Context: an optimization exercise on an open-source flow, tuned for small area, a short achievable clock period and few clock cycles. The choices shown serve that exercise and are no tape-out recipe. RTL that was checked went through simulation tests only; none was proved equivalent to the original.

## indigo
// systolic_ws_stream
module systolic_ws_stream (
    input  logic        clk,
    input  logic        rst,
    input  logic        start_i,
    input  logic        reuse_w_i,
    input  logic        w_valid_i,
    input  logic [31:0] w_data_i,
    output logic        w_ready_o,
    input  logic        a_valid_i,
    input  logic [31:0] a_data_i,
    input  logic        a_last_i,
    output logic        a_ready_o,
    output logic        o_valid_o,
    output logic [71:0] o_data_o,
    output logic        busy_o,
    output logic        done_o
);
Size: roughly 3200 cells after synthesis, ~650 flip-flops.
clock: 7.0 ns
lec_check: 0
cap_margin: 20
core_margin: 2
core_utilization: 40
slew_margin: 20
synth_hierarchical: 1
run.sh (not shown) runs the stock make flow with config.mk's settings and CLKGATE_MAP_FILE= SYNTH_SCRIPT=/design/flow/synth_recipe.tcl, a recipe that flattens the netlist after the stock synthesis.
> inputs changed (indigo -> xenon)
Settings: setting CTS_CLUSTER_SIZE to 30 for the first time; setting CTS_BUF_LIST to sky130_fd_sc_hd__clkbuf_8 for the first time; setting SETUP_SLACK_MARGIN to 4.5 for the first time.
==> comparison <==
- Summary: remaining max-slew budget at the tightest pin, xenon better than indigo
- Note that the maximum frequency recorded for xenon amounts to 1.18 times the value seen in indigo.
- Layout net count: higher on xenon
- xenon — global-route usage 0.73 points higher, indigo as reference
- Core util | xenon vs indigo | xenon higher
- Comparing indigo against xenon, there is no change at all in net count after synthesis.
- xenon leaves more setup margin than indigo.
- Looking at critical path depth, xenon sits 3 above indigo.
- Final-layout clock buffer total: xenon vs indigo up 35
- Between xenon and indigo, it is xenon whose routed wire length is higher, by 8.9 mm.
--- input diff xenon..fjord ---
Settings: a deleted CTS_BUF_LIST that had been sky130_fd_sc_hd__clkbuf_8; a deleted CTS_CLUSTER_SIZE that had been 30; a change of SETUP_SLACK_MARGIN from 4.5 to 4.0.
--- outcome ---
The higher total of plain and repair buffers excluding clock buffers came out of xenon. fjord against xenon: worst setup slack for register-to-register paths down 0.25 ns; max-slew violation total from the final report comparable; tightest slew margin relative to the limit went down. Max share of the core filled with cells across xenon and fjord: xenon.
Function was not checked in any run of this note: the RTL went through the layout flow alone.


oak:
systolic_ws_stream, a different RTL version from the one above (not shown whole).
Size in the first run: about 3300 cells after synthesis, about 150 I/O pins.
## systolic_ws_stream
module systolic_ws_stream (
    input  logic        clk,
    input  logic        rst,
    input  logic        start_i,
    input  logic        reuse_w_i,
    input  logic        w_valid_i,
    input  logic [31:0] w_data_i,
    output logic        w_ready_o,
    input  logic        a_valid_i,
    input  logic [31:0] a_data_i,
    input  logic        a_last_i,
    output logic        a_ready_o,
    output logic        o_valid_o,
    output logic [71:0] o_data_o,
    output logic        busy_o,
    output logic        done_o
);
export LEC_CHECK = 0
export CAP_MARGIN = 20
export CORE_MARGIN = 2
export CORE_UTILIZATION = 50
export CTS_CLUSTER_DIAMETER = 120
export CTS_CLUSTER_SIZE = 25
export SETUP_SLACK_MARGIN = 4.47
export SLEW_MARGIN = 20
export SYNTH_HIERARCHICAL = 1
create_clock -name core_clock -period 7.0 [get_ports {clk}]
standard.sh (not shown) runs the stock make flow with config.mk's settings and CLKGATE_MAP_FILE= SYNTH_SCRIPT=/design/flow/synth_recipe.tcl, a recipe that flattens the netlist after the stock synthesis.
==> flow/flow/run.sh <==
#!/bin/bash
# Own layout flow: the standard ORFS flow (standard.sh, which also runs the
# standard synthesis unchanged), with one change: the buffers that ORFS puts on
# every input and output port are sky130_fd_sc_hd__buf_2 cells instead of the
# delay buffers it picks by default. Each make run logs to its own file here.
set -euo pipefail
bash standard.sh synth > synth.log 2>&1
bash standard.sh "BUFFER_PORTS_ARGS=-buffer_cell sky130_fd_sc_hd__buf_2" finish > layout.log 2>&1
Testbench counts of oak, summed over its fixed seeds: cycles 4,679.
Inputs modified between oak and pine:
--- a/flow/config.mk
+++ b/flow/config.mk
@@ -8,8 +8,8 @@
 export CAP_MARGIN = 20
 export CORE_MARGIN = 2
-export CORE_UTILIZATION = 50
+export CORE_UTILIZATION = 40
 export CTS_CLUSTER_DIAMETER = 120
 export CTS_CLUSTER_SIZE = 25
-export SETUP_SLACK_MARGIN = 4.47
+export SETUP_SLACK_MARGIN = 4.43
 export SLEW_MARGIN = 20
 export SYNTH_HIERARCHICAL = 1
[summary]
- Sort pine and oak by layout-stage area growth over the synthesis result, ascending, and oak comes first.
- pine ended with less shortest period the worst path allows than oak.
- For oak, the highest signal layer in the routed design was met5, unlike pine, where it was met4.
- pine ended up with more standard cells than oak.
The inputs of birch differ from those of pine as listed below.
--- a/flow/config.mk
+++ b/flow/config.mk
@@ -11,5 +11,5 @@
 export CTS_CLUSTER_DIAMETER = 120
 export CTS_CLUSTER_SIZE = 25
-export SETUP_SLACK_MARGIN = 4.43
+export SETUP_SLACK_MARGIN = 4.47
 export SLEW_MARGIN = 20
 export SYNTH_HIERARCHICAL = 1
==> run summary <==
Relative to pine, total via count in the routed design has decreased by 0.57% in birch. birch vs. pine: smallest setup slack after layout increased 5.1 ps, final design area excluding fillers essentially unchanged. Diff birch..pine | layout filler cell count | negligible. Between pine and birch, the detailed-route wire length on metal 1 figures differ only marginally.
--- input diff birch..maple ---
--- a/flow/config.mk
+++ b/flow/config.mk
@@ -8,5 +8,5 @@
 export CAP_MARGIN = 20
 export CORE_MARGIN = 2
-export CORE_UTILIZATION = 40
+export CORE_UTILIZATION = 30
 export CTS_CLUSTER_DIAMETER = 120
 export CTS_CLUSTER_SIZE = 25
==> run summary <==
Changes observed in maple relative to birch: number of global-route vias before repair now sits higher; total routing resource utilization after global routing has decreased; global-route wire length before repair up about 2.2%.


Another version of the RTL of systolic_ws_stream (not shown whole).
For scale: ~450 flip-flops, roughly 150 I/O pins.
Settings: LEC_CHECK=0, CAP_MARGIN=20, CORE_MARGIN=2, CORE_UTILIZATION=40, SLEW_MARGIN=20, SYNTH_HIERARCHICAL=1; clock period 7.0 ns.
run.sh (not shown) runs the stock make flow with config.mk's settings and CLKGATE_MAP_FILE= SYNTH_SCRIPT=/design/flow/synth_recipe.tcl, a recipe that flattens the netlist after the stock synthesis.
Stock flow here: none of the scripts above is used.
The starting point produced a clean layout.
Testbench counts at the start, summed over its fixed seeds: cycles 4,487.
Then changed:
SETUP_SLACK_MARGIN = 4.3   (was not set)
What happened:
- The changed run passed the timing, DRC and antenna checks
- final cell count increases by 12%
- final area increases by 29%
- wire length increases by about 54%
- clock skew increases by 32 ps
- die area does not change
- setup slack improved by 350 ps
- first-iteration DRC count increases by about 70%
- register-to-register slack improved by 350 ps
- core utilization increases by 13 points
- synthesized cell count is unchanged


## v6
systolic_ws_stream, a different RTL version from the one above (not shown whole).
Size in the first run: ~3500 cells after synthesis, about 760 flip-flops, roughly 150 I/O pins, about 0.043 mm^2 of cells after synthesis.
Settings: LEC_CHECK=0, CAP_MARGIN=20, CORE_MARGIN=2, CORE_UTILIZATION=55, CTS_CLUSTER_DIAMETER=120, CTS_CLUSTER_SIZE=25, PLACE_DENSITY=0.72, SETUP_SLACK_MARGIN=4.4, SLEW_MARGIN=20, SYNTH_HIERARCHICAL=1; clock period 7.0 ns.
v6 reached the end of the flow, and the finished layout is clean on the timing, DRC and antenna checks.
Testbench counts of v6, summed over its fixed seeds: cycles 4,679.
### v6 -> v38
# v6
export LEC_CHECK = 0
export CAP_MARGIN = 20
export CORE_MARGIN = 2
export CORE_UTILIZATION = 55
export CTS_CLUSTER_DIAMETER = 120
export CTS_CLUSTER_SIZE = 25
export PLACE_DENSITY = 0.72
export SETUP_SLACK_MARGIN = 4.4
export SLEW_MARGIN = 20
export SYNTH_HIERARCHICAL = 1
create_clock -name core_clock -period 7.0 [get_ports {clk}]
# v38
export LEC_CHECK = 0
export CAP_MARGIN = 20
export CORE_MARGIN = 2
export CORE_UTILIZATION = 40
export CTS_CLUSTER_DIAMETER = 120
export CTS_CLUSTER_SIZE = 25
export SETUP_SLACK_MARGIN = 4.4
export SLEW_MARGIN = 20
export SYNTH_HIERARCHICAL = 1
create_clock -name core_clock -period 7.0 [get_ports {clk}]
==> comparison <==
- v38 leaves more setup margin than v6.
- v38 finished all stages; the layout is clean.
- Reported for v38 and v6, number of multi-input combinational cells turned out identical to the last digit.
- Clock-buffer cell count (v6 / v38): 0.927
- First-pass GRT wire length delta for v38 relative to v6: 3.5% higher
- Comparing multi-input logic portion of the cell area for v38 and v6, the smaller number came from v38.
- Cell area after placement (v38 over v6): increase, about 0.9%


## 11-18
systolic_ws_stream again, from the RTL that the note above started with.
==> flow/config.mk <==
export PLATFORM = sky130hd
export DESIGN_NAME = systolic_ws_stream
export DESIGN_NICKNAME = systolic_ws_stream
export VERILOG_FILES = /design/flow/design.v
export SDC_FILE = /design/flow/constraint.sdc
export NUM_CORES = 4
export LEC_CHECK = 0
export CAP_MARGIN = 20
export CORE_MARGIN = 2
export CORE_UTILIZATION = 40
export CTS_CLUSTER_DIAMETER = 120
export CTS_CLUSTER_SIZE = 25
export SETUP_SLACK_MARGIN = 4.55
export SLEW_MARGIN = 20
export SYNTH_HIERARCHICAL = 1
==> flow/constraint.sdc <==
create_clock -name core_clock -period 7.0 [get_ports {clk}]
set_input_delay 1.4000 -clock core_clock [delete_from_list [all_inputs] [get_ports {clk}]]
set_output_delay 1.4000 -clock core_clock [all_outputs]
set_load 0.01 [all_outputs]
Testbench counts of 11-18, summed over its fixed seeds: cycles 4,679.
The following lists how 10-24 was set up differently from 11-18:
- changing CTS_CLUSTER_SIZE from 25 to 40
- changing CTS_CLUSTER_DIAMETER from 120 to 60
- changing SETUP_SLACK_MARGIN from 4.55 to 4.4
Notes after the runs:
~same number of buffers between clock root and the deepest sink in 11-18 and 10-24
In the tables for 11-18 and 10-24, combined global-route utilization of all metal layers reads lower with 11-18.
In the metrics for 11-18 and 10-24, the one carrying the higher worst hold slack is 11-18.
The total routed wire length on the met1 layer reported for 10-24 is smaller than that of 11-18 by 0.98%.
Post-layout net count went up slightly going from 11-18 to 10-24.


systolic_ws_stream, a different RTL version from the one above (not shown whole).
Size in the first run: ~710 flip-flops, about 150 I/O pins, roughly 41000 um^2 of cells after synthesis.
Settings: LEC_CHECK=0, CAP_MARGIN=20, CORE_MARGIN=2, CORE_UTILIZATION=40, CTS_CLUSTER_DIAMETER=120, CTS_CLUSTER_SIZE=25, SETUP_SLACK_MARGIN=4.47, SLEW_MARGIN=20, SYNTH_HIERARCHICAL=1; clock period 7.0 ns.
standard.sh (not shown) runs the stock make flow with config.mk's settings and CLKGATE_MAP_FILE= SYNTH_SCRIPT=/design/flow/synth_recipe.tcl, a recipe that flattens the netlist after the stock synthesis.
Scripts as last shown in full above: flow/flow/run.sh
The starting point completed with no timing, DRC or antenna violations.
Testbench counts at the start, summed over its fixed seeds: cycles 4,679.
Change:
- SETUP_SLACK_MARGIN: 4.47 -> 4.55
After rerunning:
- via count is higher slightly
- worst setup slack gets worse by 11 ps
- wire length rose by a few percent
- register-to-register slack improves by 40 ps
- sequential share of layout area shrinks by 0.18 points
- non-clock buffer count went up by 7
- cell area increases slightly


Starting RTL as in the previous note.
==> flow/config.mk <==
export PLATFORM = sky130hd
export DESIGN_NAME = systolic_ws_stream
export DESIGN_NICKNAME = systolic_ws_stream
export VERILOG_FILES = /design/flow/design.v
export SDC_FILE = /design/flow/constraint.sdc
export NUM_CORES = 4
export LEC_CHECK = 0
export CAP_MARGIN = 20
export CORE_MARGIN = 2
export CORE_UTILIZATION = 40
export CTS_CLUSTER_DIAMETER = 120
export CTS_CLUSTER_SIZE = 25
export SETUP_SLACK_MARGIN = 4.55
export SLEW_MARGIN = 20
export SYNTH_HIERARCHICAL = 1
==> flow/constraint.sdc <==
create_clock -name core_clock -period 7.0 [get_ports {clk}]
set_input_delay 1.4000 -clock core_clock [delete_from_list [all_inputs] [get_ports {clk}]]
set_output_delay 1.4000 -clock core_clock [all_outputs]
set_load 0.01 [all_outputs]
run.sh (not shown) runs the stock make flow with config.mk's settings and CLKGATE_MAP_FILE= SYNTH_SCRIPT=/design/flow/synth_recipe.tcl, a recipe that flattens the netlist after the stock synthesis.
Stock flow here: none of the scripts above is used.
Testbench counts at the start, summed over its fixed seeds: cycles 4,679.
Edit:
==> flow/flow/run.sh (new file) <==
#!/bin/bash
# Own layout flow: the standard ORFS flow (standard.sh, which also runs the
# standard synthesis unchanged), with one change: the buffers that ORFS puts on
# every input and output port are sky130_fd_sc_hd__buf_2 cells instead of the
# delay buffers it picks by default. Each make run logs to its own file here.
set -euo pipefail
bash standard.sh synth > synth.log 2>&1
bash standard.sh "BUFFER_PORTS_ARGS=-buffer_cell sky130_fd_sc_hd__buf_2" finish > layout.log 2>&1
==> flow/standard.sh (new file) <==
#!/bin/bash
# synth_recipe.tcl (not shown) runs the flow's synth.tcl, then flattens the netlist and writes it again
# the make line also repeats each setting of config.mk as NAME=value (left out here)
make -C /OpenROAD-flow-scripts/flow DESIGN_CONFIG=/design/flow/config.mk WORK_HOME=/design/flow/orfs CLKGATE_MAP_FILE= SYNTH_SCRIPT=/design/flow/synth_recipe.tcl "${@:-finish}"
SETUP_SLACK_MARGIN = 4.42   (was 4.55)
removed: flow/run.sh
The new run went through all stages and came out clean; cell area decreases by 2.5%; die area stays the same; final cell count decreases by 0.51%; register-to-register slack got worse by 0.10 ns; worst setup slack improved by 0.031 ns; critical path depth stays the same; via count increases by 0.41%; synthesized area does not change; global-route usage stays flat.

## afterwards: timing with drivers on the ports
The flow's constraints put no driver on any port. The routed layouts listed below were extracted and timed again, unchanged, in two steps. Step 1 (the two cells are an assumption about what drives the block):
set clk [get_ports {clk}]
set_driving_cell -lib_cell sky130_fd_sc_hd__clkbuf_16 $clk
set_driving_cell -lib_cell sky130_fd_sc_hd__buf_2 [delete_from_list [all_inputs] $clk]
Step 2 also shifts input and output timing later by t, the mid clock arrival at the registers, as if the neighbouring blocks saw the same clock. Slacks: ideal / step 1 / step 2; pairs: ideal / step 1.
| run | t (ns) | setup WS [ns] | worst setup path after step 2 | latest minus earliest clock arrival (ns) |
|---|---|---|---|---|
| indigo | 0.705 | 3.795 / 3.795 / 3.219 | input to register | 0.038 / 0.037 |
| xenon | 0.808 | 4.281 / 4.236 / 3.955 | input to register | 0.056 / 0.055 |
| fjord | 0.704 | 4.030 / 4.000 / 3.382 | input to register | 0.033 / 0.034 |
| oak | 0.662 | 4.482 / 4.415 / 4.267 | input to register | 0.032 / 0.032 |
| pine | 0.659 | 4.488 / 4.419 / 4.162 | input to register | 0.045 / 0.045 |
| birch | 0.656 | 4.493 / 4.425 / 4.181 | input to register | 0.043 / 0.042 |
| maple | 0.672 | 4.458 / 4.387 / 4.184 | input to register | 0.047 / 0.047 |
| the first run of note 3 | 0.671 | 3.268 / 3.268 / 3.216 | input to register | 0.035 / 0.035 |
| the second run of note 3 | 0.740 | 3.614 / 3.614 / 3.614 | register to register | 0.067 / 0.067 |
| v6 | 0.671 | 4.386 / 4.362 / 3.907 | input to register | 0.051 / 0.051 |
| v38 | 0.681 | 4.417 / 4.351 / 3.794 | input to register | 0.044 / 0.044 |
| 11-18 | 0.681 | 4.418 / 4.351 / 3.948 | input to register | 0.045 / 0.044 |
| 10-24 | 0.712 | 4.391 / 4.323 / 3.786 | input to register | 0.050 / 0.050 |
| the first run of note 6 | 0.659 | 4.469 / 4.403 / 4.147 | input to register | 0.023 / 0.023 |
| the second run of note 6 | 0.666 | 4.458 / 4.394 / 4.222 | input to register | 0.061 / 0.061 |
| the first run of note 7 | 0.665 | 4.431 / 4.364 / 3.994 | input to register | 0.050 / 0.051 |
| the second run of note 7 | 0.659 | 4.462 / 4.396 / 4.160 | input to register | 0.022 / 0.022 |
After both steps setup and hold are still met in every run listed. For fjord, which loses most, drivers alone change the setup slack by -0.030 ns; drivers and shift together by -0.648 ns.
